This is an optimization exercise on Yosys and OpenROAD, whose aim is small area, a short achievable clock period and few clock cycles per item, not a production implementation.
No functional check of the RTL was part of any run shown here.

==> flow/run.sh <==
#!/bin/bash
# synth_recipe.tcl (not shown) runs the flow's synth.tcl, then flattens the netlist and writes it again
# the make line also repeats each setting of config.mk as NAME=value (left out here)
make -C /OpenROAD-flow-scripts/flow DESIGN_CONFIG=/design/flow/config.mk WORK_HOME=/design/flow/orfs CLKGATE_MAP_FILE= SYNTH_SCRIPT=/design/flow/synth_recipe.tcl finish
==> flow/config.mk <==
export PLATFORM = sky130hd
export DESIGN_NAME = rgb_to_hsl_convert
export DESIGN_NICKNAME = rgb_to_hsl_convert
export VERILOG_FILES = /design/flow/design.v
export SDC_FILE = /design/flow/constraint.sdc
export NUM_CORES = 4
export LEC_CHECK = 0
export ABC_AREA = 1
export CAP_MARGIN = 20
export CORE_MARGIN = 2
export CORE_UTILIZATION = 40
export SETUP_SLACK_MARGIN = 4.2
export SLEW_MARGIN = 20
==> flow/constraint.sdc <==
create_clock -name core_clock -period 8.0 [get_ports {i_clk}]
set_input_delay 1.6000 -clock core_clock [delete_from_list [all_inputs] [get_ports {i_clk}]]
set_output_delay 1.6000 -clock core_clock [all_outputs]
set_load 0.01 [all_outputs]
==> flow/design.v <==
module rgb_to_hsl_convert (
    input  logic        i_clk,
    input  logic        i_rst_n,
    input  logic        i_valid,
    output logic        o_stall,
    input  logic [7:0]  i_red,
    input  logic [7:0]  i_green,
    input  logic [7:0]  i_blue,
    input  logic [7:0]  i_alpha,
    output logic        o_valid,
    input  logic        i_stall,
    output logic [12:0] o_hue,
    output logic [7:0]  o_saturation,
    output logic [7:0]  o_luminance,
    output logic [7:0]  o_alpha_out
);
    logic        en;
    logic [6:0]  vld;
    logic [12:0] n_hue;
    logic [7:0]  n_sat, n_lum, n_alpha;
    logic [7:0]  red, green, blue, alpha;
    assign red   = i_red;
    assign green = i_green;
    assign blue  = i_blue;
    assign alpha = i_alpha;
    assign en      = !(o_valid && i_stall);
    assign o_stall = !en;
    logic [7:0] dgrg__1;
    assign dgrg__1 = red & ~green;
    logic [7:0] dprg__2;
    assign dprg__2 = ~(red ^ green);
    logic [0:0] dc0rg__3;
    assign dc0rg__3 = dgrg__1[0];
    logic [0:0] dc1rg__4;
    assign dc1rg__4 = dgrg__1[0] | dprg__2[0];
    logic [0:0] dc0rg__5;
    assign dc0rg__5 = (dgrg__1[1] | (dprg__2[1] & dgrg__1[0]));
    logic [0:0] dc1rg__6;
    assign dc1rg__6 = (dgrg__1[1] | (dprg__2[1] & dgrg__1[0])) | (dprg__2[1] & dprg__2[0]);
    logic [0:0] dc0rg__7;
    assign dc0rg__7 = (dgrg__1[2] | (dprg__2[2] & (dgrg__1[1] | (dprg__2[1] & dgrg__1[0]))));
    logic [0:0] dc1rg__8;
    assign dc1rg__8 = (dgrg__1[2] | (dprg__2[2] & (dgrg__1[1] | (dprg__2[1] & dgrg__1[0])))) | (dprg__2[2] & (dprg__2[1] & dprg__2[0]));
    logic [0:0] dc0rg__9;
    assign dc0rg__9 = ((dgrg__1[3] | (dprg__2[3] & dgrg__1[2])) | ((dprg__2[3] & dprg__2[2]) & (dgrg__1[1] | (dprg__2[1] & dgrg__1[0]))));
    logic [0:0] dc1rg__10;
    assign dc1rg__10 = ((dgrg__1[3] | (dprg__2[3] & dgrg__1[2])) | ((dprg__2[3] & dprg__2[2]) & (dgrg__1[1] | (dprg__2[1] & dgrg__1[0])))) | ((dprg__2[3] & dprg__2[2]) & (dprg__2[1] & dprg__2[0]));
    logic [0:0] dc0rg__11;
    assign dc0rg__11 = (dgrg__1[4] | (dprg__2[4] & ((dgrg__1[3] | (dprg__2[3] & dgrg__1[2])) | ((dprg__2[3] & dprg__2[2]) & (dgrg__1[1] | (dprg__2[1] & dgrg__1[0]))))));
    logic [0:0] dc1rg__12;
    assign dc1rg__12 = (dgrg__1[4] | (dprg__2[4] & ((dgrg__1[3] | (dprg__2[3] & dgrg__1[2])) | ((dprg__2[3] & dprg__2[2]) & (dgrg__1[1] | (dprg__2[1] & dgrg__1[0])))))) | (dprg__2[4] & ((dprg__2[3] & dprg__2[2]) & (dprg__2[1] & dprg__2[0])));
    logic [0:0] dc0rg__13;
    assign dc0rg__13 = ((dgrg__1[5] | (dprg__2[5] & dgrg__1[4])) | ((dprg__2[5] & dprg__2[4]) & ((dgrg__1[3] | (dprg__2[3] & dgrg__1[2])) | ((dprg__2[3] & dprg__2[2]) & (dgrg__1[1] | (dprg__2[1] & dgrg__1[0]))))));
    logic [0:0] dc1rg__14;
    assign dc1rg__14 = ((dgrg__1[5] | (dprg__2[5] & dgrg__1[4])) | ((dprg__2[5] & dprg__2[4]) & ((dgrg__1[3] | (dprg__2[3] & dgrg__1[2])) | ((dprg__2[3] & dprg__2[2]) & (dgrg__1[1] | (dprg__2[1] & dgrg__1[0])))))) | ((dprg__2[5] & dprg__2[4]) & ((dprg__2[3] & dprg__2[2]) & (dprg__2[1] & dprg__2[0])));
    logic [0:0] dc0rg__15;
    assign dc0rg__15 = ((dgrg__1[6] | (dprg__2[6] & (dgrg__1[5] | (dprg__2[5] & dgrg__1[4])))) | ((dprg__2[6] & (dprg__2[5] & dprg__2[4])) & ((dgrg__1[3] | (dprg__2[3] & dgrg__1[2])) | ((dprg__2[3] & dprg__2[2]) & (dgrg__1[1] | (dprg__2[1] & dgrg__1[0]))))));
    logic [0:0] dc1rg__16;
    assign dc1rg__16 = ((dgrg__1[6] | (dprg__2[6] & (dgrg__1[5] | (dprg__2[5] & dgrg__1[4])))) | ((dprg__2[6] & (dprg__2[5] & dprg__2[4])) & ((dgrg__1[3] | (dprg__2[3] & dgrg__1[2])) | ((dprg__2[3] & dprg__2[2]) & (dgrg__1[1] | (dprg__2[1] & dgrg__1[0])))))) | ((dprg__2[6] & (dprg__2[5] & dprg__2[4])) & ((dprg__2[3] & dprg__2[2]) & (dprg__2[1] & dprg__2[0])));
    logic [0:0] dc0rg__17;
    assign dc0rg__17 = (((dgrg__1[7] | (dprg__2[7] & dgrg__1[6])) | ((dprg__2[7] & dprg__2[6]) & (dgrg__1[5] | (dprg__2[5] & dgrg__1[4])))) | (((dprg__2[7] & dprg__2[6]) & (dprg__2[5] & dprg__2[4])) & ((dgrg__1[3] | (dprg__2[3] & dgrg__1[2])) | ((dprg__2[3] & dprg__2[2]) & (dgrg__1[1] | (dprg__2[1] & dgrg__1[0]))))));
    logic [0:0] dc1rg__18;
    assign dc1rg__18 = (((dgrg__1[7] | (dprg__2[7] & dgrg__1[6])) | ((dprg__2[7] & dprg__2[6]) & (dgrg__1[5] | (dprg__2[5] & dgrg__1[4])))) | (((dprg__2[7] & dprg__2[6]) & (dprg__2[5] & dprg__2[4])) & ((dgrg__1[3] | (dprg__2[3] & dgrg__1[2])) | ((dprg__2[3] & dprg__2[2]) & (dgrg__1[1] | (dprg__2[1] & dgrg__1[0])))))) | (((dprg__2[7] & dprg__2[6]) & (dprg__2[5] & dprg__2[4])) & ((dprg__2[3] & dprg__2[2]) & (dprg__2[1] & dprg__2[0])));
    logic [8:0] xrg__19;
    assign xrg__19 = {!dc1rg__18, dprg__2 ^ {dc1rg__16, dc1rg__14, dc1rg__12, dc1rg__10, dc1rg__8, dc1rg__6, dc1rg__4, 1'b1}};
    logic [8:0] xgr__20;
    assign xgr__20 = {dc0rg__17, ~(dprg__2 ^ {dc0rg__15, dc0rg__13, dc0rg__11, dc0rg__9, dc0rg__7, dc0rg__5, dc0rg__3, 1'b0})};
    logic [7:0] dgrb__21;
    assign dgrb__21 = red & ~blue;
    logic [7:0] dprb__22;
    assign dprb__22 = ~(red ^ blue);
    logic [0:0] dc0rb__23;
    assign dc0rb__23 = dgrb__21[0];
    logic [0:0] dc1rb__24;
    assign dc1rb__24 = dgrb__21[0] | dprb__22[0];
    logic [0:0] dc0rb__25;
    assign dc0rb__25 = (dgrb__21[1] | (dprb__22[1] & dgrb__21[0]));
    logic [0:0] dc1rb__26;
    assign dc1rb__26 = (dgrb__21[1] | (dprb__22[1] & dgrb__21[0])) | (dprb__22[1] & dprb__22[0]);
    logic [0:0] dc0rb__27;
    assign dc0rb__27 = (dgrb__21[2] | (dprb__22[2] & (dgrb__21[1] | (dprb__22[1] & dgrb__21[0]))));
    logic [0:0] dc1rb__28;
    assign dc1rb__28 = (dgrb__21[2] | (dprb__22[2] & (dgrb__21[1] | (dprb__22[1] & dgrb__21[0])))) | (dprb__22[2] & (dprb__22[1] & dprb__22[0]));
    logic [0:0] dc0rb__29;
    assign dc0rb__29 = ((dgrb__21[3] | (dprb__22[3] & dgrb__21[2])) | ((dprb__22[3] & dprb__22[2]) & (dgrb__21[1] | (dprb__22[1] & dgrb__21[0]))));
    logic [0:0] dc1rb__30;
    assign dc1rb__30 = ((dgrb__21[3] | (dprb__22[3] & dgrb__21[2])) | ((dprb__22[3] & dprb__22[2]) & (dgrb__21[1] | (dprb__22[1] & dgrb__21[0])))) | ((dprb__22[3] & dprb__22[2]) & (dprb__22[1] & dprb__22[0]));
    logic [0:0] dc0rb__31;
    assign dc0rb__31 = (dgrb__21[4] | (dprb__22[4] & ((dgrb__21[3] | (dprb__22[3] & dgrb__21[2])) | ((dprb__22[3] & dprb__22[2]) & (dgrb__21[1] | (dprb__22[1] & dgrb__21[0]))))));
    logic [0:0] dc1rb__32;
    assign dc1rb__32 = (dgrb__21[4] | (dprb__22[4] & ((dgrb__21[3] | (dprb__22[3] & dgrb__21[2])) | ((dprb__22[3] & dprb__22[2]) & (dgrb__21[1] | (dprb__22[1] & dgrb__21[0])))))) | (dprb__22[4] & ((dprb__22[3] & dprb__22[2]) & (dprb__22[1] & dprb__22[0])));
    logic [0:0] dc0rb__33;
    assign dc0rb__33 = ((dgrb__21[5] | (dprb__22[5] & dgrb__21[4])) | ((dprb__22[5] & dprb__22[4]) & ((dgrb__21[3] | (dprb__22[3] & dgrb__21[2])) | ((dprb__22[3] & dprb__22[2]) & (dgrb__21[1] | (dprb__22[1] & dgrb__21[0]))))));
    logic [0:0] dc1rb__34;
    assign dc1rb__34 = ((dgrb__21[5] | (dprb__22[5] & dgrb__21[4])) | ((dprb__22[5] & dprb__22[4]) & ((dgrb__21[3] | (dprb__22[3] & dgrb__21[2])) | ((dprb__22[3] & dprb__22[2]) & (dgrb__21[1] | (dprb__22[1] & dgrb__21[0])))))) | ((dprb__22[5] & dprb__22[4]) & ((dprb__22[3] & dprb__22[2]) & (dprb__22[1] & dprb__22[0])));
    logic [0:0] dc0rb__35;
    assign dc0rb__35 = ((dgrb__21[6] | (dprb__22[6] & (dgrb__21[5] | (dprb__22[5] & dgrb__21[4])))) | ((dprb__22[6] & (dprb__22[5] & dprb__22[4])) & ((dgrb__21[3] | (dprb__22[3] & dgrb__21[2])) | ((dprb__22[3] & dprb__22[2]) & (dgrb__21[1] | (dprb__22[1] & dgrb__21[0]))))));
    logic [0:0] dc1rb__36;
    assign dc1rb__36 = ((dgrb__21[6] | (dprb__22[6] & (dgrb__21[5] | (dprb__22[5] & dgrb__21[4])))) | ((dprb__22[6] & (dprb__22[5] & dprb__22[4])) & ((dgrb__21[3] | (dprb__22[3] & dgrb__21[2])) | ((dprb__22[3] & dprb__22[2]) & (dgrb__21[1] | (dprb__22[1] & dgrb__21[0])))))) | ((dprb__22[6] & (dprb__22[5] & dprb__22[4])) & ((dprb__22[3] & dprb__22[2]) & (dprb__22[1] & dprb__22[0])));
    logic [0:0] dc0rb__37;
    assign dc0rb__37 = (((dgrb__21[7] | (dprb__22[7] & dgrb__21[6])) | ((dprb__22[7] & dprb__22[6]) & (dgrb__21[5] | (dprb__22[5] & dgrb__21[4])))) | (((dprb__22[7] & dprb__22[6]) & (dprb__22[5] & dprb__22[4])) & ((dgrb__21[3] | (dprb__22[3] & dgrb__21[2])) | ((dprb__22[3] & dprb__22[2]) & (dgrb__21[1] | (dprb__22[1] & dgrb__21[0]))))));
    logic [0:0] dc1rb__38;
    assign dc1rb__38 = (((dgrb__21[7] | (dprb__22[7] & dgrb__21[6])) | ((dprb__22[7] & dprb__22[6]) & (dgrb__21[5] | (dprb__22[5] & dgrb__21[4])))) | (((dprb__22[7] & dprb__22[6]) & (dprb__22[5] & dprb__22[4])) & ((dgrb__21[3] | (dprb__22[3] & dgrb__21[2])) | ((dprb__22[3] & dprb__22[2]) & (dgrb__21[1] | (dprb__22[1] & dgrb__21[0])))))) | (((dprb__22[7] & dprb__22[6]) & (dprb__22[5] & dprb__22[4])) & ((dprb__22[3] & dprb__22[2]) & (dprb__22[1] & dprb__22[0])));
    logic [8:0] xrb__39;
    assign xrb__39 = {!dc1rb__38, dprb__22 ^ {dc1rb__36, dc1rb__34, dc1rb__32, dc1rb__30, dc1rb__28, dc1rb__26, dc1rb__24, 1'b1}};
    logic [8:0] xbr__40;
    assign xbr__40 = {dc0rb__37, ~(dprb__22 ^ {dc0rb__35, dc0rb__33, dc0rb__31, dc0rb__29, dc0rb__27, dc0rb__25, dc0rb__23, 1'b0})};
    logic [7:0] dggb__41;
    assign dggb__41 = green & ~blue;
    logic [7:0] dpgb__42;
    assign dpgb__42 = ~(green ^ blue);
    logic [0:0] dc0gb__43;
    assign dc0gb__43 = dggb__41[0];
    logic [0:0] dc1gb__44;
    assign dc1gb__44 = dggb__41[0] | dpgb__42[0];
    logic [0:0] dc0gb__45;
    assign dc0gb__45 = (dggb__41[1] | (dpgb__42[1] & dggb__41[0]));
    logic [0:0] dc1gb__46;
    assign dc1gb__46 = (dggb__41[1] | (dpgb__42[1] & dggb__41[0])) | (dpgb__42[1] & dpgb__42[0]);
    logic [0:0] dc0gb__47;
    assign dc0gb__47 = (dggb__41[2] | (dpgb__42[2] & (dggb__41[1] | (dpgb__42[1] & dggb__41[0]))));
    logic [0:0] dc1gb__48;
    assign dc1gb__48 = (dggb__41[2] | (dpgb__42[2] & (dggb__41[1] | (dpgb__42[1] & dggb__41[0])))) | (dpgb__42[2] & (dpgb__42[1] & dpgb__42[0]));
    logic [0:0] dc0gb__49;
    assign dc0gb__49 = ((dggb__41[3] | (dpgb__42[3] & dggb__41[2])) | ((dpgb__42[3] & dpgb__42[2]) & (dggb__41[1] | (dpgb__42[1] & dggb__41[0]))));
    logic [0:0] dc1gb__50;
    assign dc1gb__50 = ((dggb__41[3] | (dpgb__42[3] & dggb__41[2])) | ((dpgb__42[3] & dpgb__42[2]) & (dggb__41[1] | (dpgb__42[1] & dggb__41[0])))) | ((dpgb__42[3] & dpgb__42[2]) & (dpgb__42[1] & dpgb__42[0]));
    logic [0:0] dc0gb__51;
    assign dc0gb__51 = (dggb__41[4] | (dpgb__42[4] & ((dggb__41[3] | (dpgb__42[3] & dggb__41[2])) | ((dpgb__42[3] & dpgb__42[2]) & (dggb__41[1] | (dpgb__42[1] & dggb__41[0]))))));
    logic [0:0] dc1gb__52;
    assign dc1gb__52 = (dggb__41[4] | (dpgb__42[4] & ((dggb__41[3] | (dpgb__42[3] & dggb__41[2])) | ((dpgb__42[3] & dpgb__42[2]) & (dggb__41[1] | (dpgb__42[1] & dggb__41[0])))))) | (dpgb__42[4] & ((dpgb__42[3] & dpgb__42[2]) & (dpgb__42[1] & dpgb__42[0])));
    logic [0:0] dc0gb__53;
    assign dc0gb__53 = ((dggb__41[5] | (dpgb__42[5] & dggb__41[4])) | ((dpgb__42[5] & dpgb__42[4]) & ((dggb__41[3] | (dpgb__42[3] & dggb__41[2])) | ((dpgb__42[3] & dpgb__42[2]) & (dggb__41[1] | (dpgb__42[1] & dggb__41[0]))))));
    logic [0:0] dc1gb__54;
    assign dc1gb__54 = ((dggb__41[5] | (dpgb__42[5] & dggb__41[4])) | ((dpgb__42[5] & dpgb__42[4]) & ((dggb__41[3] | (dpgb__42[3] & dggb__41[2])) | ((dpgb__42[3] & dpgb__42[2]) & (dggb__41[1] | (dpgb__42[1] & dggb__41[0])))))) | ((dpgb__42[5] & dpgb__42[4]) & ((dpgb__42[3] & dpgb__42[2]) & (dpgb__42[1] & dpgb__42[0])));
    logic [0:0] dc0gb__55;
    assign dc0gb__55 = ((dggb__41[6] | (dpgb__42[6] & (dggb__41[5] | (dpgb__42[5] & dggb__41[4])))) | ((dpgb__42[6] & (dpgb__42[5] & dpgb__42[4])) & ((dggb__41[3] | (dpgb__42[3] & dggb__41[2])) | ((dpgb__42[3] & dpgb__42[2]) & (dggb__41[1] | (dpgb__42[1] & dggb__41[0]))))));
    logic [0:0] dc1gb__56;
    assign dc1gb__56 = ((dggb__41[6] | (dpgb__42[6] & (dggb__41[5] | (dpgb__42[5] & dggb__41[4])))) | ((dpgb__42[6] & (dpgb__42[5] & dpgb__42[4])) & ((dggb__41[3] | (dpgb__42[3] & dggb__41[2])) | ((dpgb__42[3] & dpgb__42[2]) & (dggb__41[1] | (dpgb__42[1] & dggb__41[0])))))) | ((dpgb__42[6] & (dpgb__42[5] & dpgb__42[4])) & ((dpgb__42[3] & dpgb__42[2]) & (dpgb__42[1] & dpgb__42[0])));
    logic [0:0] dc0gb__57;
    assign dc0gb__57 = (((dggb__41[7] | (dpgb__42[7] & dggb__41[6])) | ((dpgb__42[7] & dpgb__42[6]) & (dggb__41[5] | (dpgb__42[5] & dggb__41[4])))) | (((dpgb__42[7] & dpgb__42[6]) & (dpgb__42[5] & dpgb__42[4])) & ((dggb__41[3] | (dpgb__42[3] & dggb__41[2])) | ((dpgb__42[3] & dpgb__42[2]) & (dggb__41[1] | (dpgb__42[1] & dggb__41[0]))))));
    logic [0:0] dc1gb__58;
    assign dc1gb__58 = (((dggb__41[7] | (dpgb__42[7] & dggb__41[6])) | ((dpgb__42[7] & dpgb__42[6]) & (dggb__41[5] | (dpgb__42[5] & dggb__41[4])))) | (((dpgb__42[7] & dpgb__42[6]) & (dpgb__42[5] & dpgb__42[4])) & ((dggb__41[3] | (dpgb__42[3] & dggb__41[2])) | ((dpgb__42[3] & dpgb__42[2]) & (dggb__41[1] | (dpgb__42[1] & dggb__41[0])))))) | (((dpgb__42[7] & dpgb__42[6]) & (dpgb__42[5] & dpgb__42[4])) & ((dpgb__42[3] & dpgb__42[2]) & (dpgb__42[1] & dpgb__42[0])));
    logic [8:0] xgb__59;
    assign xgb__59 = {!dc1gb__58, dpgb__42 ^ {dc1gb__56, dc1gb__54, dc1gb__52, dc1gb__50, dc1gb__48, dc1gb__46, dc1gb__44, 1'b1}};
    logic [8:0] xbg__60;
    assign xbg__60 = {dc0gb__57, ~(dpgb__42 ^ {dc0gb__55, dc0gb__53, dc0gb__51, dc0gb__49, dc0gb__47, dc0gb__45, dc0gb__43, 1'b0})};
    logic [0:0] ge_rg__61;
    assign ge_rg__61 = !xrg__19[8];
    logic [0:0] ge_rb__62;
    assign ge_rb__62 = !xrb__39[8];
    logic [0:0] ge_gb__63;
    assign ge_gb__63 = !xgb__59[8];
    logic [0:0] selr__64;
    assign selr__64 = ge_rg__61 & ge_rb__62;
    logic [0:0] selg__65;
    assign selg__65 = !selr__64 & ge_gb__63;
    logic [7:0] d__66;
    assign d__66 = 8'(selr__64 ? (ge_gb__63 ? xrb__39 : xrg__19) : (selg__65 ? (ge_rb__62 ? xgb__59 : xgr__20) : (ge_rg__61 ? xbg__60 : xbr__40)));
    logic [7:0] f__67;
    assign f__67 = 8'(selr__64 ? (ge_gb__63 ? xgb__59 : xbg__60) : (selg__65 ? (ge_rb__62 ? xrb__39 : xbr__40) : (ge_rg__61 ? xrg__19 : xgr__20)));
    logic [7:0] mn__68;
    assign mn__68 = ge_rg__61 ? (ge_gb__63 ? blue : green) : (ge_rb__62 ? blue : red);
    logic [0:0] neg__69;
    assign neg__69 = selr__64 ? !ge_gb__63 : (selg__65 ? ge_rb__62 : !ge_rg__61);
    logic [1:0] sec__70;
    assign sec__70 = selr__64 ? 2'd0 : (selg__65 ? 2'd1 : 2'd2);
    logic [7:0] mn__71;
    assign mn__71 = mn__68;
    logic [7:0] alpha__r1;
    logic [7:0] d__r1;
    logic [7:0] f__r1;
    logic [0:0] neg__r1;
    logic [1:0] sec__r1;
    logic [7:0] mn__r1;
    logic [8:0] sum__72;
    assign sum__72 = {1'b0, d__r1} + {mn__r1, 1'b0};
    logic [7:0] den__73;
    assign den__73 = sum__72[8] ? 8'(8'd254 - sum__72[7:0]) : sum__72[7:0];
    logic [0:0] shi__74;
    assign shi__74 = sum__72[8];
    logic [11:0] mh__75;
    assign mh__75 = ({4'b0, f__r1} << 4) - {4'b0, f__r1} + {11'b0, d__r1[7]};
    logic [7:0] hr__76;
    assign hr__76 = mh__75[11:4];
    logic [3:0] hm__77;
    assign hm__77 = mh__75[3:0];
    logic [8:0] ht__78;
    assign ht__78 = {hr__76, hm__77[3]};
    logic [9:0] hs__79;
    assign hs__79 = {1'b0, ht__78} - {2'b0, d__r1};
    logic [7:0] hr__80;
    assign hr__80 = hs__79[9] ? ht__78[7:0] : hs__79[7:0];
    logic [0:0] hq__81;
    assign hq__81 = !hs__79[9];
    logic [2:0] hm__82;
    assign hm__82 = hm__77[2:0];
    logic [7:0] alpha__r2;
    logic [7:0] d__r2;
    logic [0:0] neg__r2;
    logic [1:0] sec__r2;
    logic [7:0] den__r2;
    logic [0:0] shi__r2;
    logic [7:0] hr__r2;
    logic [0:0] hq__r2;
    logic [2:0] hm__r2;
    logic [8:0] ht__83;
    assign ht__83 = {hr__r2, hm__r2[2]};
    logic [9:0] hs__84;
    assign hs__84 = {1'b0, ht__83} - {2'b0, d__r2};
    logic [7:0] hr__85;
    assign hr__85 = hs__84[9] ? ht__83[7:0] : hs__84[7:0];
    logic [1:0] hq__86;
    assign hq__86 = {hq__r2, !hs__84[9]};
    logic [1:0] hm__87;
    assign hm__87 = hm__r2[1:0];
    logic [8:0] ht__88;
    assign ht__88 = {hr__85, hm__87[1]};
    logic [9:0] hs__89;
    assign hs__89 = {1'b0, ht__88} - {2'b0, d__r2};
    logic [7:0] hr__90;
    assign hr__90 = hs__89[9] ? ht__88[7:0] : hs__89[7:0];
    logic [2:0] hq__91;
    assign hq__91 = {hq__86, !hs__89[9]};
    logic [0:0] hm__92;
    assign hm__92 = hm__87[0:0];
    logic [8:0] nsl__93;
    assign nsl__93 = {2'b0, den__r2[7:1]} - {1'b0, d__r2};
    logic [7:0] dm1__94;
    assign dm1__94 = d__r2 - 8'd1;
    logic [7:0] sr__95;
    assign sr__95 = nsl__93[8] ? dm1__94 : d__r2;
    logic [7:0] sl__96;
    assign sl__96 = nsl__93[7:0];
    logic [8:0] st__97;
    assign st__97 = {sr__95, sl__96[7]};
    logic [9:0] ss__98;
    assign ss__98 = {1'b0, st__97} - {2'b0, den__r2};
    logic [7:0] sr__99;
    assign sr__99 = ss__98[9] ? st__97[7:0] : ss__98[7:0];
    logic [0:0] sq__100;
    assign sq__100 = !ss__98[9];
    logic [6:0] sl__101;
    assign sl__101 = sl__96[6:0];
    logic [7:0] alpha__r3;
    logic [7:0] d__r3;
    logic [0:0] neg__r3;
    logic [1:0] sec__r3;
    logic [7:0] den__r3;
    logic [0:0] shi__r3;
    logic [7:0] hr__r3;
    logic [2:0] hq__r3;
    logic [0:0] hm__r3;
    logic [7:0] sr__r3;
    logic [0:0] sq__r3;
    logic [6:0] sl__r3;
    logic [8:0] ht__102;
    assign ht__102 = {hr__r3, hm__r3[0]};
    logic [9:0] hs__103;
    assign hs__103 = {1'b0, ht__102} - {2'b0, d__r3};
    logic [7:0] hr__104;
    assign hr__104 = hs__103[9] ? ht__102[7:0] : hs__103[7:0];
    logic [3:0] hq__105;
    assign hq__105 = {hq__r3, !hs__103[9]};
    logic [8:0] st__106;
    assign st__106 = {sr__r3, sl__r3[6]};
    logic [9:0] ss__107;
    assign ss__107 = {1'b0, st__106} - {2'b0, den__r3};
    logic [7:0] sr__108;
    assign sr__108 = ss__107[9] ? st__106[7:0] : ss__107[7:0];
    logic [1:0] sq__109;
    assign sq__109 = {sq__r3, !ss__107[9]};
    logic [5:0] sl__110;
    assign sl__110 = sl__r3[5:0];
    logic [8:0] ht__111;
    assign ht__111 = {hr__104, d__r3[6]};
    logic [9:0] hs__112;
    assign hs__112 = {1'b0, ht__111} - {2'b0, d__r3};
    logic [7:0] hr__113;
    assign hr__113 = hs__112[9] ? ht__111[7:0] : hs__112[7:0];
    logic [4:0] hq__114;
    assign hq__114 = {hq__105, !hs__112[9]};
    logic [8:0] st__115;
    assign st__115 = {sr__108, sl__110[5]};
    logic [9:0] ss__116;
    assign ss__116 = {1'b0, st__115} - {2'b0, den__r3};
    logic [7:0] sr__117;
    assign sr__117 = ss__116[9] ? st__115[7:0] : ss__116[7:0];
    logic [2:0] sq__118;
    assign sq__118 = {sq__109, !ss__116[9]};
    logic [4:0] sl__119;
    assign sl__119 = sl__110[4:0];
    logic [7:0] alpha__r4;
    logic [7:0] d__r4;
    logic [0:0] neg__r4;
    logic [1:0] sec__r4;
    logic [7:0] den__r4;
    logic [0:0] shi__r4;
    logic [7:0] hr__r4;
    logic [4:0] hq__r4;
    logic [7:0] sr__r4;
    logic [2:0] sq__r4;
    logic [4:0] sl__r4;
    logic [8:0] ht__120;
    assign ht__120 = {hr__r4, d__r4[5]};
    logic [9:0] hs__121;
    assign hs__121 = {1'b0, ht__120} - {2'b0, d__r4};
    logic [7:0] hr__122;
    assign hr__122 = hs__121[9] ? ht__120[7:0] : hs__121[7:0];
    logic [5:0] hq__123;
    assign hq__123 = {hq__r4, !hs__121[9]};
    logic [8:0] st__124;
    assign st__124 = {sr__r4, sl__r4[4]};
    logic [9:0] ss__125;
    assign ss__125 = {1'b0, st__124} - {2'b0, den__r4};
    logic [7:0] sr__126;
    assign sr__126 = ss__125[9] ? st__124[7:0] : ss__125[7:0];
    logic [3:0] sq__127;
    assign sq__127 = {sq__r4, !ss__125[9]};
    logic [3:0] sl__128;
    assign sl__128 = sl__r4[3:0];
    logic [8:0] ht__129;
    assign ht__129 = {hr__122, d__r4[4]};
    logic [9:0] hs__130;
    assign hs__130 = {1'b0, ht__129} - {2'b0, d__r4};
    logic [7:0] hr__131;
    assign hr__131 = hs__130[9] ? ht__129[7:0] : hs__130[7:0];
    logic [6:0] hq__132;
    assign hq__132 = {hq__123, !hs__130[9]};
    logic [8:0] st__133;
    assign st__133 = {sr__126, sl__128[3]};
    logic [9:0] ss__134;
    assign ss__134 = {1'b0, st__133} - {2'b0, den__r4};
    logic [7:0] sr__135;
    assign sr__135 = ss__134[9] ? st__133[7:0] : ss__134[7:0];
    logic [4:0] sq__136;
    assign sq__136 = {sq__127, !ss__134[9]};
    logic [2:0] sl__137;
    assign sl__137 = sl__128[2:0];
    logic [7:0] alpha__r5;
    logic [7:0] d__r5;
    logic [0:0] neg__r5;
    logic [1:0] sec__r5;
    logic [7:0] den__r5;
    logic [0:0] shi__r5;
    logic [7:0] hr__r5;
    logic [6:0] hq__r5;
    logic [7:0] sr__r5;
    logic [4:0] sq__r5;
    logic [2:0] sl__r5;
    logic [8:0] ht__138;
    assign ht__138 = {hr__r5, d__r5[3]};
    logic [9:0] hs__139;
    assign hs__139 = {1'b0, ht__138} - {2'b0, d__r5};
    logic [7:0] hr__140;
    assign hr__140 = hs__139[9] ? ht__138[7:0] : hs__139[7:0];
    logic [7:0] hq__141;
    assign hq__141 = {hq__r5, !hs__139[9]};
    logic [8:0] st__142;
    assign st__142 = {sr__r5, sl__r5[2]};
    logic [9:0] ss__143;
    assign ss__143 = {1'b0, st__142} - {2'b0, den__r5};
    logic [7:0] sr__144;
    assign sr__144 = ss__143[9] ? st__142[7:0] : ss__143[7:0];
    logic [5:0] sq__145;
    assign sq__145 = {sq__r5, !ss__143[9]};
    logic [1:0] sl__146;
    assign sl__146 = sl__r5[1:0];
    logic [8:0] ht__147;
    assign ht__147 = {hr__140, d__r5[2]};
    logic [9:0] hs__148;
    assign hs__148 = {1'b0, ht__147} - {2'b0, d__r5};
    logic [7:0] hr__149;
    assign hr__149 = hs__148[9] ? ht__147[7:0] : hs__148[7:0];
    logic [8:0] hq__150;
    assign hq__150 = {hq__141, !hs__148[9]};
    logic [8:0] st__151;
    assign st__151 = {sr__144, sl__146[1]};
    logic [9:0] ss__152;
    assign ss__152 = {1'b0, st__151} - {2'b0, den__r5};
    logic [7:0] sr__153;
    assign sr__153 = ss__152[9] ? st__151[7:0] : ss__152[7:0];
    logic [6:0] sq__154;
    assign sq__154 = {sq__145, !ss__152[9]};
    logic [0:0] sl__155;
    assign sl__155 = sl__146[0:0];
    logic [7:0] alpha__r6;
    logic [7:0] d__r6;
    logic [0:0] neg__r6;
    logic [1:0] sec__r6;
    logic [7:0] den__r6;
    logic [0:0] shi__r6;
    logic [7:0] hr__r6;
    logic [8:0] hq__r6;
    logic [7:0] sr__r6;
    logic [6:0] sq__r6;
    logic [0:0] sl__r6;
    logic [8:0] ht__156;
    assign ht__156 = {hr__r6, d__r6[1]};
    logic [9:0] hs__157;
    assign hs__157 = {1'b0, ht__156} - {2'b0, d__r6};
    logic [7:0] hr__158;
    assign hr__158 = hs__157[9] ? ht__156[7:0] : hs__157[7:0];
    logic [9:0] hq__159;
    assign hq__159 = {hq__r6, !hs__157[9]};
    logic [8:0] st__160;
    assign st__160 = {sr__r6, sl__r6[0]};
    logic [9:0] ss__161;
    assign ss__161 = {1'b0, st__160} - {2'b0, den__r6};
    logic [7:0] sr__162;
    assign sr__162 = ss__161[9] ? st__160[7:0] : ss__161[7:0];
    logic [7:0] sq__163;
    assign sq__163 = {sq__r6, !ss__161[9]};
    logic [0:0] tie__164;
    assign tie__164 = (hr__158 == 8'd0) & !d__r6[0];
    logic [0:0] grey__165;
    assign grey__165 = d__r6 == 8'd0;
    logic [12:0] base__166;
    assign base__166 = (sec__r6 == 2'd0) ? (neg__r6 ? 13'd5760 : 13'd0) : ((sec__r6 == 2'd1) ? 13'd1920 : 13'd3840);
    logic [12:0] hue__167;
    assign hue__167 = (base__166 | {12'b0, neg__r6 & tie__164}) + ({3'b0, hq__159} ^ {13{neg__r6}}) + {12'b0, neg__r6};
    assign n_hue = grey__165 ? 13'd0 : hue__167;
    assign n_sat = grey__165 ? 8'd0 : sq__163;
    assign n_lum = shi__r6 ? ~(8'(den__r6[7:1]) + 8'(den__r6[0])) : 8'(den__r6[7:1]);
    assign n_alpha = alpha__r6;
    always_ff @(posedge i_clk) begin
        if (!i_rst_n) begin
            vld <= '0;
        end else if (en) begin
            vld <= {vld[5:0], i_valid};
        end
    end
    always_ff @(posedge i_clk) begin
        if (en) begin
            alpha__r1 <= alpha;
            d__r1 <= d__66;
            f__r1 <= f__67;
            neg__r1 <= neg__69;
            sec__r1 <= sec__70;
            mn__r1 <= mn__71;
            alpha__r2 <= alpha__r1;
            d__r2 <= d__r1;
            neg__r2 <= neg__r1;
            sec__r2 <= sec__r1;
            den__r2 <= den__73;
            shi__r2 <= shi__74;
            hr__r2 <= hr__80;
            hq__r2 <= hq__81;
            hm__r2 <= hm__82;
            alpha__r3 <= alpha__r2;
            d__r3 <= d__r2;
            neg__r3 <= neg__r2;
            sec__r3 <= sec__r2;
            den__r3 <= den__r2;
            shi__r3 <= shi__r2;
            hr__r3 <= hr__90;
            hq__r3 <= hq__91;
            hm__r3 <= hm__92;
            sr__r3 <= sr__99;
            sq__r3 <= sq__100;
            sl__r3 <= sl__101;
            alpha__r4 <= alpha__r3;
            d__r4 <= d__r3;
            neg__r4 <= neg__r3;
            sec__r4 <= sec__r3;
            den__r4 <= den__r3;
            shi__r4 <= shi__r3;
            hr__r4 <= hr__113;
            hq__r4 <= hq__114;
            sr__r4 <= sr__117;
            sq__r4 <= sq__118;
            sl__r4 <= sl__119;
            alpha__r5 <= alpha__r4;
            d__r5 <= d__r4;
            neg__r5 <= neg__r4;
            sec__r5 <= sec__r4;
            den__r5 <= den__r4;
            shi__r5 <= shi__r4;
            hr__r5 <= hr__131;
            hq__r5 <= hq__132;
            sr__r5 <= sr__135;
            sq__r5 <= sq__136;
            sl__r5 <= sl__137;
            alpha__r6 <= alpha__r5;
            d__r6 <= d__r5;
            neg__r6 <= neg__r5;
            sec__r6 <= sec__r5;
            den__r6 <= den__r5;
            shi__r6 <= shi__r5;
            hr__r6 <= hr__149;
            hq__r6 <= hq__150;
            sr__r6 <= sr__153;
            sq__r6 <= sq__154;
            sl__r6 <= sl__155;
            o_hue        <= n_hue;
            o_saturation <= n_sat;
            o_luminance  <= n_lum;
            o_alpha_out  <= n_alpha;
        end
    end
    assign o_valid = vld[6];
endmodule
==> summary.md, run 1 <==
| Metric | Value |
|---|---|
| Status | `no timing/DRC/antenna violations` |
| Initial Utilization | `about two fifths` |
| Drt pass-1 iters | `8` |
| Hold path depth | `0` |
| CP Buf/Inv Count | `1` |
| Vias/cell | `roughly 5` |
| Height of the chip | `235 µm` |
| RSZ-0062 raised after global routing | `true` |
| CP required | `8.30 ns` |
| Area share of fa/ha/maj cells after synthesis | `between 10 and 15%` |
| Final period utilization | `47.1%` |
| Non-Filler Instances | `slightly above 3000` |
| Vias post-DR | `about 15000` |
| Crit path max fanout | `8` |
| Area leader, netlist | `edfxtp_1` |
| Synth Area in Simple Gates | `between 10 and 15%` |
| Routed wire per std cell | `between 10 and 15 µm` |
| Largest regs | `o_hue: 13 flops, hq__r6: 9 flops` |
| GRT overflow | `0` |
| Register area share after synthesis | `between 40% and 50%` |
| CP max stage delay | `a little under 0.5 ns` |
| Hold_buf cts | `0` |
| Die Area | `about 55000 µm²` |
| CTS tree | `built` |
| YS warnings | `1` |
| Clk sinks | `about 350` |
| Max cap viols | `0` |
| Vias in the first global route | `between 15000 and 20000` |
| Crit end category | `flip-flop` |
| Placed cells | `a little under 3000` |
| Initial antenna violation count | `0` |
| Seq cells post-synth | `about 350` |
| Clock Latency Late Sink | `around 0.55 ns` |
| Post-layout minimum cycle time | `3.77 ns` |
| Count of cell types in the netlist | `55` |
| Worst Setup SP | `den__r2[0]$_DFFE_PN_` |
| Clock Skew | `approximately 0.014 ns` |
| Compound-Gate Fraction of Synth Area | `approximately a tenth` |
| Post-Syn Area per Cell | `approximately 9.9 µm²` |
| Hold WC Path Type | `reg -> reg` |
| Final setup margin | `~4.2 ns` |
| Die W | `235 µm` |
| Core Box Area | `52800 µm²` |
| Drt drc | `0` |
| Flop2flop setup slack | `~4.2 ns` |
| Largest family of logic cells by synthesized area | `adder cells` |
| Largest net degree at the start of global routing | `between 150 and 200` |
| Max Buffers Root-to-Sink | `3` |
| Io pins | `75` |
| Routed WL | `roughly 46000 µm` |
| Worst-path clk slew | `roughly 0.06 ns` |
| Commonest cells in the netlist | `nand2_1, edfxtp_1, inv_1, ha_1, a21oi_1` |
| 1st-iter DRT viols | `980` |
| Synth top area share | `about 48%` |
| Slowest cell on crit path | `edfxtp_1` |
| Syn Nets | `2430` |
| CTS Root Cell | `clkbuf_16` |
| PortBufs | `74` |
| CTS buffer count | `40` |
| TNS Setup | `0 ns` |
| Critical Path Most Common Cell | `nand2_2` |
| RR Endpoint | `sr__r3[2]$_DFFE_PN_` |
| First-pass GRT wire length | `72600 µm` |
| Critical path's top delay family | `simple AND/OR/NAND/NOR gates` |
| RD Place Congestion | `slightly below 0.9` |
| Top cells by area, synth | `edfxtp_1, ha_1, nand2_1` |
| H-tree depth | `2` |
| Post-synthesis instance total | `between 2000 and 2500` |
| Hold_ws | `slightly above 0.4 ns` |
| Max FFs per register | `13` |
| Number of flops mapped to enable cells by yosys | `340` |
| Most used flip-flop cell after synthesis | `edfxtp_1` |
| Worst slew pin tran | `~0.9 ns` |
| Ant. Diodes | `0` |
| Pins over their slew limit | `0` |
| Mapped Area | `approximately 21000 µm²` |
| Reg2Reg Depth | `24` |
| Hold Path End | `hq__r6[2]$_DFFE_PN_` |
| Final Net Count | `between 2000 and 3000` |
| Ys async rst share | `0%` |
| Biggest register | `o_hue` |
| CP Depth | `24` |
| Reg2Reg Launch Point | `den__r2[0]$_DFFE_PN_` |
| Post-route ant nets | `0` |
| Final setup violating endpoints | `0` |
| Hold_sp | `hq__r5[0]$_DFFE_PN_` |
| Endpoints failing hold | `0` |
| Worst Path Class, Setup | `reg -> reg` |
| Row Count | `84` |
| Area grow syn2layout | `21.5%` |
| DP Wirelength | `30300 µm` |
| Tot GR Track Use | `between 10% and 20%` |
| Layout cell share with drive strength beyond 1 | `between 10% and 20%` |
| Worst slack at placement | `2.61 ns` |
| Count leader, synth | `nand2_1` |
| Data arrival, critical path | `between 4 and 5 ns` |
| Slew margin rel. | `about two fifths` |
| Max Freq | `between 200 and 300 MHz` |
| Mux contribution to synthesized area | `less than 1%` |
| Cell Chain, Critical Path | `ha_4 > fa_2 > o21ai_2 > nand2_1 > nand2_1 > nand2_1 > nand2_2 > nand2_2 > nand2_4 > nand2_8 > xor2_4 > ha_4 > nand3_2 > nand2_2 > nand2_2 > nand2_2 > a21oi_2 > o21ai_1 > a21o_1 > nand2_2 > nand3_4 > clkinvlp_4 > nand2_1 > o21ai_1` |
| Filler Cell Count | `between 4000 and 5000` |
| Crit path launch type | `flip-flop` |
| Xor-xnor portion of the synthesized cell area | `about 6.3%` |
[layout by cell type, fill, tap and decap left out, drive strengths merged, types with 8 or more instances in the layout]
| master | n |
|---|---|
| nand2 | 382 |
| edfxtp | 340 |
| inv | 318 |
| ha | 202 |
| a21oi | 177 |
| nor2 | 152 |
| o21ai | 143 |
| buf | 108 |
| nand3 | 83 |
| xor2 | 78 |
| xnor2 | 76 |
| clkdlybuf4s50 | 60 |
| clkbuf | 47 |
| fa | 28 |
| o211ai | 27 |
| clkinv | 19 |
| a31oi | 18 |
| or2 | 18 |
| nand4 | 17 |
| clkinvlp | 17 |
| nor3 | 15 |
| a21o | 8 |
| a22oi | 8 |
[worst register-to-register path: stages (launching register included)]
cell and delay [ns]:
edfxtp_1 0.49, ha_4 0.22, fa_2 0.40, o21ai_2 0.15, nand2_1 0.06, nand2_1 0.05, nand2_1 0.06, nand2_2 0.09
nand2_2 0.07, nand2_4 0.11, nand2_8 0.09, xor2_4 0.21, ha_4 0.27, nand3_2 0.08, nand2_2 0.10, nand2_2 0.06
nand2_2 0.07, a21oi_2 0.06, o21ai_1 0.13, a21o_1 0.17, nand2_2 0.08, nand3_4 0.16, clkinvlp_4 0.16, nand2_1 0.10
o21ai_1 0.07
[area by class of cell]
class | count | area, µm² | share of cell area, %
Tap cell | 688 | 861 | 3.31
Timing Repair inverter | 8 | 56.3 | 0.216
Clock buffer | 45 | 1050 | 4.04
Multi-Input combinational cell | 1477 | 10700 | 40.9
Inverter | 321 | 1250 | 4.80
Clock inverter | 27 | 201 | 0.774
Sequential cell | 347 | 10300 | 39.7
Timing Repair Buffer | 181 | 1620 | 6.20
[worst max path at each step]
stage                                      to  slack [ns]
after floorplan                       o_stall        2.84
after global routing      sr__r3[2]$_DFFE_PN_        4.01
after detailed placement              o_stall        2.61
after global placement                o_stall        2.63
after CTS                             o_stall        4.17
final                     sr__r3[2]$_DFFE_PN_        4.23
[per-stage QoR]
step	area, µm²	util [%]
5_1_grt	26000	49.4
4_1_cts	24900	47.2
2_1_floorplan	21400	-
3_5_place_dp	22900	43.4
3_3_place_gp	22900	43.4
6_report	26000	49.4
[what timing repair did]
item,4_1_cts,5_1_grt
gates cloned,16,7
pin swaps,20,64
gates resized for setup,84,161
setup endpoints to repair,166,98
setup buffers,46,57
[layer usage]
metal | global-route usage (%) | part of all wire [%] | up-vias
met5 | 0 | 0 | -
met4 | 5.94 | 3.3 | 0
met3 | 2.58 | 3.7 | 117
met2 | 29.7 | 53 | 313
met1 | 18.0 | 40 | 7199
li1 | - | - | 7840
[cells by family (layout without fill, tap and decap cells)]
group,Yosys count,in the layout
AND/OR/NAND/NOR,671,684
AO/OA/AOI/OAI,399,400
multiplexers,9,9
buffers and inverters,354,582
XOR/XNOR,154,154
flip-flops,347,347
adder cells (fa/ha/maj),230,230
==> inputs of run 2 (changes only) <==
--- a/flow/config.mk
+++ b/flow/config.mk
@@ -11,2 +11,4 @@
 export CORE_UTILIZATION = 40
+export CTS_CLUSTER_DIAMETER = 70
+export CTS_CLUSTER_SIZE = 28
 export SETUP_SLACK_MARGIN = 4.2
==> run 2 against run 1 <==
Worst hold slack got worse by 0.0014 ns. Wire length fell by 0.45%. Still clean. Cell count fell by 0.45%. Sequential share of layout area rose by 0.19 points. Die area did not move. First-iteration DRC count fell by 0.10%. Utilization fell by 0.24 points.
==> summary.md, run 2 <==
| Metric | Value |
|---|---|
| Max Freq | `~270 MHz` |
| Vias/cell | `between 5 and 6` |
| Io pins | `75` |
| Crit path max fanout | `8` |
| Util after Layout | `around half` |
| Clock Latency Late Sink | `approximately 0.6 ns` |
| Most common cell after layout, fill and taps aside | `edfxtp_1` |
| Max cap viols | `0` |
| Hold path depth | `0` |
| Row Count | `84` |
| WL met1 | `~18000 µm` |
| Routed WL | `45600 µm` |
| Non-Filler Instances | `3080` |
| Ant. Diodes | `0` |
| Drt drc | `0` |
| Seq cells post-synth | `347` |
| Mapped Area | `roughly 21000 µm²` |
| 1st-iter DRT viols | `979` |
| Top cells by area, synth | `edfxtp_1, ha_1, nand2_1` |
| Clock Skew | `approximately 0.038 ns` |
| Number of flops mapped to enable cells by yosys | `340` |
| Drt pass-1 iters | `6` |
| DR WL met2 | `24000 µm` |
| Worst-path clk slew | `about 0.08 ns` |
| Most frequent cells in the layout | `edfxtp_1, nand2_1, inv_1` |
| PortBufs | `74` |
| Height of the chip | `about 240 µm` |
| CP required | `around 6.4 ns` |
| Ys async rst share | `0%` |
| Status | `no timing/DRC/antenna violations` |
| YS warnings | `1` |
| Data arrival, critical path | `2.15 ns` |
| Most used flip-flop cell after synthesis | `edfxtp_1` |
| Area leader, netlist | `edfxtp_1` |
| Crit path launch type | `input pin` |
| Max Used Layer | `met4` |
| Post-synthesis instance total | `around 2200` |
| Count leader, synth | `nand2_1` |
| Clk sinks | `roughly 350` |
| Met3 wire len | `between 1500 and 2000 µm` |
| Hold WC Path Type | `reg -> reg` |
| Die W | `between 200 and 250 µm` |
| GRT overflow | `0` |
| CTS buffer count | `28` |
| Hold_buf cts | `0` |
| Vias post-DR | `roughly 15000` |
| Vias in the first global route | `15000` |
| H-tree depth | `1` |
| Synth top area share | `a little under half` |
| CTS Root Cell | `clkbuf_16` |
| Flop2flop setup slack | `~4.2 ns` |
| Post-layout minimum cycle time | `between 3 and 4 ns` |
| Reg2Reg Depth | `24` |
| TNS Setup | `0 ns` |
| Max Buffers Root-to-Sink | `3` |
| Worst slew pin tran | `a little over 0.9 ns` |
| Post-Syn Area per Cell | `~10 µm²` |
| Initial antenna violation count | `0` |
| Hold_ws | `between 0.4 and 0.5 ns` |
| Hold_sp | `shi__r2$_DFFE_PN_` |
| CTS tree | `built` |
| Final Net Count | `about 2600` |
| Final setup violating endpoints | `0` |
| Hold Path End | `shi__r3$_DFFE_PN_` |
| Crit end category | `primary output` |
| Layout cell share with drive strength beyond 1 | `between 10% and 20%` |
| RR Endpoint | `sr__r3[2]$_DFFE_PN_` |
| Core Box Area | `~53000 µm²` |
| Max FFs per register | `13` |
| Commonest cells in the netlist | `nand2_1, edfxtp_1, inv_1, ha_1, a21oi_1` |
| Initial Utilization | `between 40% and 50%` |
| Endpoints failing hold | `0` |
| Largest regs | `o_hue: 13 flops, hq__r6: 9 flops` |
| RD Place Congestion | `~0.88` |
| Area grow syn2layout | `20.9%` |
| Pins over their slew limit | `0` |
| Reg2Reg Launch Point | `den__r2[0]$_DFFE_PN_` |
| Post-route ant nets | `0` |
| DP Wirelength | `about 30000 µm` |
| RSZ-0062 raised after global routing | `true` |
| Tot GR Track Use | `roughly 16%` |
| Die Area | `roughly 55000 µm²` |
| Slew margin rel. | `between 30 and 40%` |
| Biggest register | `o_hue` |
| Placed cells | `roughly 2900` |
| Count of cell types in the netlist | `55` |
| Final period utilization | `46.9%` |
| First-pass GRT wire length | `72200 µm` |
| Routed wire per std cell | `approximately 15 µm` |
| Worst Path Class, Setup | `in -> out` |
| Syn Nets | `about 2400` |
| Largest net degree at the start of global routing | `around 160` |
| Register area share after synthesis | `48.3%` |
==> run 2: changes by cell type in the layout (fill, tap and decap cells not counted), sizes merged <==
cell / change
clkbuf: -18
inv: +15
clkinv: -14
buf: +8
clkinvlp: -8
dlygate4sd2: +2
clkdlybuf4s15: +1
dlymetal6s2s: -1
nand2: +1
nand3: +1
nor2: -1
==> run 2: cell type report <==
type / count / area, µm²
sequential: 347 / 10300
multi-input combinational: 1478 / 10600
tap: 688 / 861
clock buffer: 29 / 726
timing repair inverter: 6 / 43.8
clock inverter: 22 / 400
timing repair buffer: 189 / 1700
inverter: 321 / 1250
fill: 4708 / 26800
==> run 2: logic make-up (layout without fill, tap and decap cells) <==
logic type                 after synthesis  count (layout)  share of synthesized area (%)
xor gates and xnor gates               154             154                           6.29
and+or+nand+nor                        671             685                           13.6
buffers and inverters                  354             567                           6.62
muxes                                    9               9                          0.455
adders and majority gates              230             230                           14.4
AOI/OAI and AO/OA                      399             400                           10.3
DFF                                    347             347                           48.3
==> run 2: critical path, cell delays in order <==
cell             delay (ns)
buf_8                  0.14
nand2_8                0.06
inv_4                  0.11
clkdlybuf4s15_1        0.24
==> run 2: worst max-delay path by stage <==
stage                          from                   to  slack [ns]  cells after the start
2_1_floorplan               i_stall              o_stall        2.84                      2
3_3_place_gp                i_stall              o_stall        2.63                      4
3_5_place_dp                i_stall              o_stall        2.61                      4
4_1_cts                     i_stall              o_stall        4.18                      4
5_1_grt        den__r2[0]$_DFFE_PN_  sr__r3[2]$_DFFE_PN_        4.03                     24
6_report                    i_stall              o_stall        4.25                      4
==> run 2: per-stage QoR <==
step / area (µm²) / setup slack, ns
after CTS: 24800 / 4.18
after global routing: 25900 / 4.03
after detailed placement: 22900 / 2.61
after global placement: 22900 / 2.63
final: 25900 / 4.25
after floorplan: 21400 / 2.84
==> run 2: repair_timing <==
action                                 CTS  global route
pin swaps                               21            62
setup buffers                           44            67
endpoints found under the hold margin    0             0
cloned                                  15             7
resized for setup                       85           141
setup endpoints to repair              166            96
==> run 2: layer usage <==
metal / vias to the layer above / GRT usage [%]
met5: - / 0
met4: 0 / 4.75
met3: 105 / 1.85
met2: 338 / 29.7
met1: 7206 / 18.3
li1: 7816 / -
==> inputs of run 3 (changes only) <==
--- a/flow/config.mk
+++ b/flow/config.mk
@@ -8,3 +8,3 @@
 export ABC_AREA = 1
-export CAP_MARGIN = 20
+export CAP_MARGIN = 5
 export CORE_MARGIN = 2
@@ -14,2 +14,2 @@
 export SETUP_SLACK_MARGIN = 4.2
-export SLEW_MARGIN = 20
+export SLEW_MARGIN = 5
==> run 3 against run 2 <==
Synthesized area stayed put. Clock skew stayed put. Cell count stayed put. Clock-buffer cell count stayed put. Critical path type unchanged. Highest routed layer unchanged.
==> summary.md, run 3 <==
| Metric | Value |
|---|---|
| YS warnings | `1` |
| Clock Skew | `0.0378 ns` |
| Post-Syn Area per Cell | `approximately 9.9 µm²` |
| Largest net degree at the start of global routing | `159` |
| Biggest register | `o_hue` |
| Max Freq | `between 200 and 300 MHz` |
| Synth top area share | `a little under half` |
| Top cells by area, synth | `edfxtp_1, ha_1, nand2_1` |
| Ant. Diodes | `0` |
| Routed wire per std cell | `around 15 µm` |
| Syn Nets | `roughly 2400` |
| Max Buffers Root-to-Sink | `3` |
| Crit end category | `primary output` |
| Initial antenna violation count | `0` |
| Row Count | `84` |
| Cell Chain, Critical Path | `buf_8 > nand2_8 > inv_4 > clkdlybuf4s15_1` |
| Slew margin rel. | `39.6%` |
| Seq cells post-synth | `~350` |
| TNS Setup | `0 ns` |
| Number of flops mapped to enable cells by yosys | `between 300 and 400` |
| Area leader, netlist | `edfxtp_1` |
| Reg2Reg Launch Point | `den__r2[0]$_DFFE_PN_` |
| Commonest cells in the netlist | `nand2_1, edfxtp_1, inv_1, ha_1, a21oi_1` |
| Final period utilization | `46.9%` |
| Post-synthesis instance total | `~2200` |
| RD Place Congestion | `slightly below 0.9` |
| Final setup margin | `between 4 and 5 ns` |
| Max cap viols | `0` |
| Most used flip-flop cell after synthesis | `edfxtp_1` |
| Final setup violating endpoints | `0` |
| Hold Path End | `shi__r3$_DFFE_PN_` |
| Vias/cell | `roughly 5.0` |
| Tot GR Track Use | `between 10% and 20%` |
| Io pins | `between 70 and 80` |
| Post-route ant nets | `0` |
| Hold_sp | `shi__r2$_DFFE_PN_` |
| CTS buffer count | `28` |
| Count leader, synth | `nand2_1` |
| Status | `no timing/DRC/antenna violations` |
| Core Box Area | `between 50000 and 60000 µm²` |
| Die Area | `55400 µm²` |
| Final Net Count | `2637` |
| CP max stage delay | `between 0.2 and 0.25 ns` |
| Vias post-DR | `15500` |
| Worst slack at placement | `around 2.6 ns` |
| Max FFs per register | `13` |
| CTS Root Cell | `clkbuf_16` |
| Drt drc | `0` |
| Routed WL | `between 40000 and 50000 µm` |
| Slowest cell on crit path | `clkdlybuf4s15_1` |
| Post-layout minimum cycle time | `3.75 ns` |
| Layout cell share with drive strength beyond 1 | `between 10% and 20%` |
| Pins over their slew limit | `0` |
| Ys async rst share | `0%` |
| Hold path depth | `0` |
| Crit path launch type | `input pin` |
| Worst Setup SP | `i_stall` |
| Height of the chip | `235 µm` |
| Count of cell types in the netlist | `55` |
| Hold WC Path Type | `reg -> reg` |
| Final Cell Area | `between 20000 and 30000 µm²` |
| Critical path's top delay family | `buffers and inverters` |
| Placed cell areas | `22900 µm²` |
| Drt pass-1 iters | `6` |
| Util after Layout | `around half` |
| CP Buf/Inv Count | `3` |
| Mapped Area | `between 20000 and 25000 µm²` |
| First-pass GRT wire length | `between 70000 and 80000 µm` |
| Vias in the first global route | `15000` |
| CP required | `6.40 ns` |
| Largest regs | `o_hue: 13 flops, hq__r6: 9 flops` |
| RSZ-0062 raised after global routing | `true` |
| Flop2flop setup slack | `about 4.2 ns` |
| PortBufs | `74` |
| Register area share after synthesis | `48.3%` |
| Die W | `around 240 µm` |
| 1st-iter DRT viols | `about 1000` |
| RR Endpoint | `sr__r3[2]$_DFFE_PN_` |
| Area grow syn2layout | `20.9%` |
| Worst Path Class, Setup | `in -> out` |
| Clk sinks | `approximately 350` |
| Reg2Reg Depth | `24` |
| Initial Utilization | `between 40% and 50%` |
| DP Wirelength | `~30000 µm` |
| Clock Latency Late Sink | `about 0.6 ns` |
| Most common cell after layout, fill and taps aside | `edfxtp_1` |
| Crit path max fanout | `8` |
| Most frequent cells in the layout | `edfxtp_1, nand2_1, inv_1` |
| Data arrival, critical path | `approximately 2.2 ns` |
| H-tree depth | `1` |
| GRT overflow | `0` |
| Worst-path clk slew | `0.08 ns` |
| Worst slew pin tran | `around 0.9 ns` |
| Hold_buf cts | `0` |
| CTS tree | `built` |
| Endpoints failing hold | `0` |
[run 3: cell counts in the layout (fill, tap and decap cells not counted)]
No cell type changed its count.
[run 3: stage by stage]
stage               hold WS [ns]  instances
finish                     0.412       3080
CTS                        0.418       3006
global route               0.421       3080
detailed placement         0.405       2896
floorplan                  0.400       2164
global placement           0.400       2896
[run 3: cell families after synthesis]
logic type | Yosys count | share of synthesized area, %
and+or+nand+nor | 671 | 13.6
AOI/OAI and AO/OA | 399 | 10.3
buffers and inverters | 354 | 6.62
DFF | 347 | 48.3
adders and majority gates | 230 | 14.4
xor gates and xnor gates | 154 | 6.29
muxes | 9 | 0.455
[run 3: worst max-delay path by stage]
| stage | endpoint | slack [ns] | cells past startpoint |
|---|---|---|---|
| after floorplan | o_stall | 2.84 | 2 |
| after global placement | o_stall | 2.63 | 4 |
| after detailed placement | o_stall | 2.61 | 4 |
| after CTS | o_stall | 4.18 | 4 |
| after global routing | sr__r3[2]$_DFFE_PN_ | 4.03 | 24 |
| final | o_stall | 4.25 | 4 |
[run 3: final cells by class]
cell class                      instances  area (µm²)
Sequential cell                       347       10300
Fill cell                            4708       26800
Clock buffer                           29         726
Tap cell                              688         861
Timing Repair inverter                  6        43.8
Multi-Input combinational cell       1478       10600
Clock inverter                         22         400
Timing Repair Buffer                  189        1700
Inverter                              321        1250
[run 3: worst reg2reg max path: cells and delay by family, from the launching register on]
| family | cells | cell delay (ns) |
|---|---|---|
| AOI/OAI and AO/OA | 5 | 0.62 |
| xor gates and xnor gates | 1 | 0.22 |
| adders and majority gates | 3 | 0.91 |
| buffers and inverters | 1 | 0.15 |
| DFF | 1 | 0.47 |
| and+or+nand+nor | 14 | 1.12 |
[run 3: repair_timing]
action / CTS / global route
buffers inserted: 44 / 67
endpoints found under the setup margin: 166 / 96
gates resized for setup: 85 / 141
pin swaps: 21 / 62
cloned: 15 / 7
[run 3: metal layers]
layer / wire length (µm) / vias to the layer above / track usage, %
met4: 1390 / 0 / 4.75
met2: 24000 / 338 / 29.7
met5: 0 / - / 0
li1: - / 7816 / -
met3: 1780 / 105 / 1.85
met1: 18500 / 7206 / 18.3

[re-timing with driven ports]
The results above use ideal ports. As a check the final layouts listed here were re-extracted and re-timed, cells and wires unchanged.
Step 1 sets driving cells, clkbuf_16 on the clock port and buf_2 on the other inputs (assumed; they add their load-dependent delay and slew).
Step 2 also shifts input and output timing later by t, the mid clock arrival at the registers, as if the neighbouring blocks saw the same clock.
a / b / c = no drivers / after step 1 / after step 2; a / b = the first two.
| run | t, ns | setup WS [ns] | cell pins on the clock port's net |
|---|---|---|---|
| run 1 | 0.607 | 4.234 / 4.190 / 3.755 | 1 |
| run 2 | 0.631 | 4.246 / 4.194 / 3.732 | 1 |
| run 3 | 0.631 | 4.246 / 4.194 / 3.732 | 1 |
After both steps setup and hold are still met in every run listed.
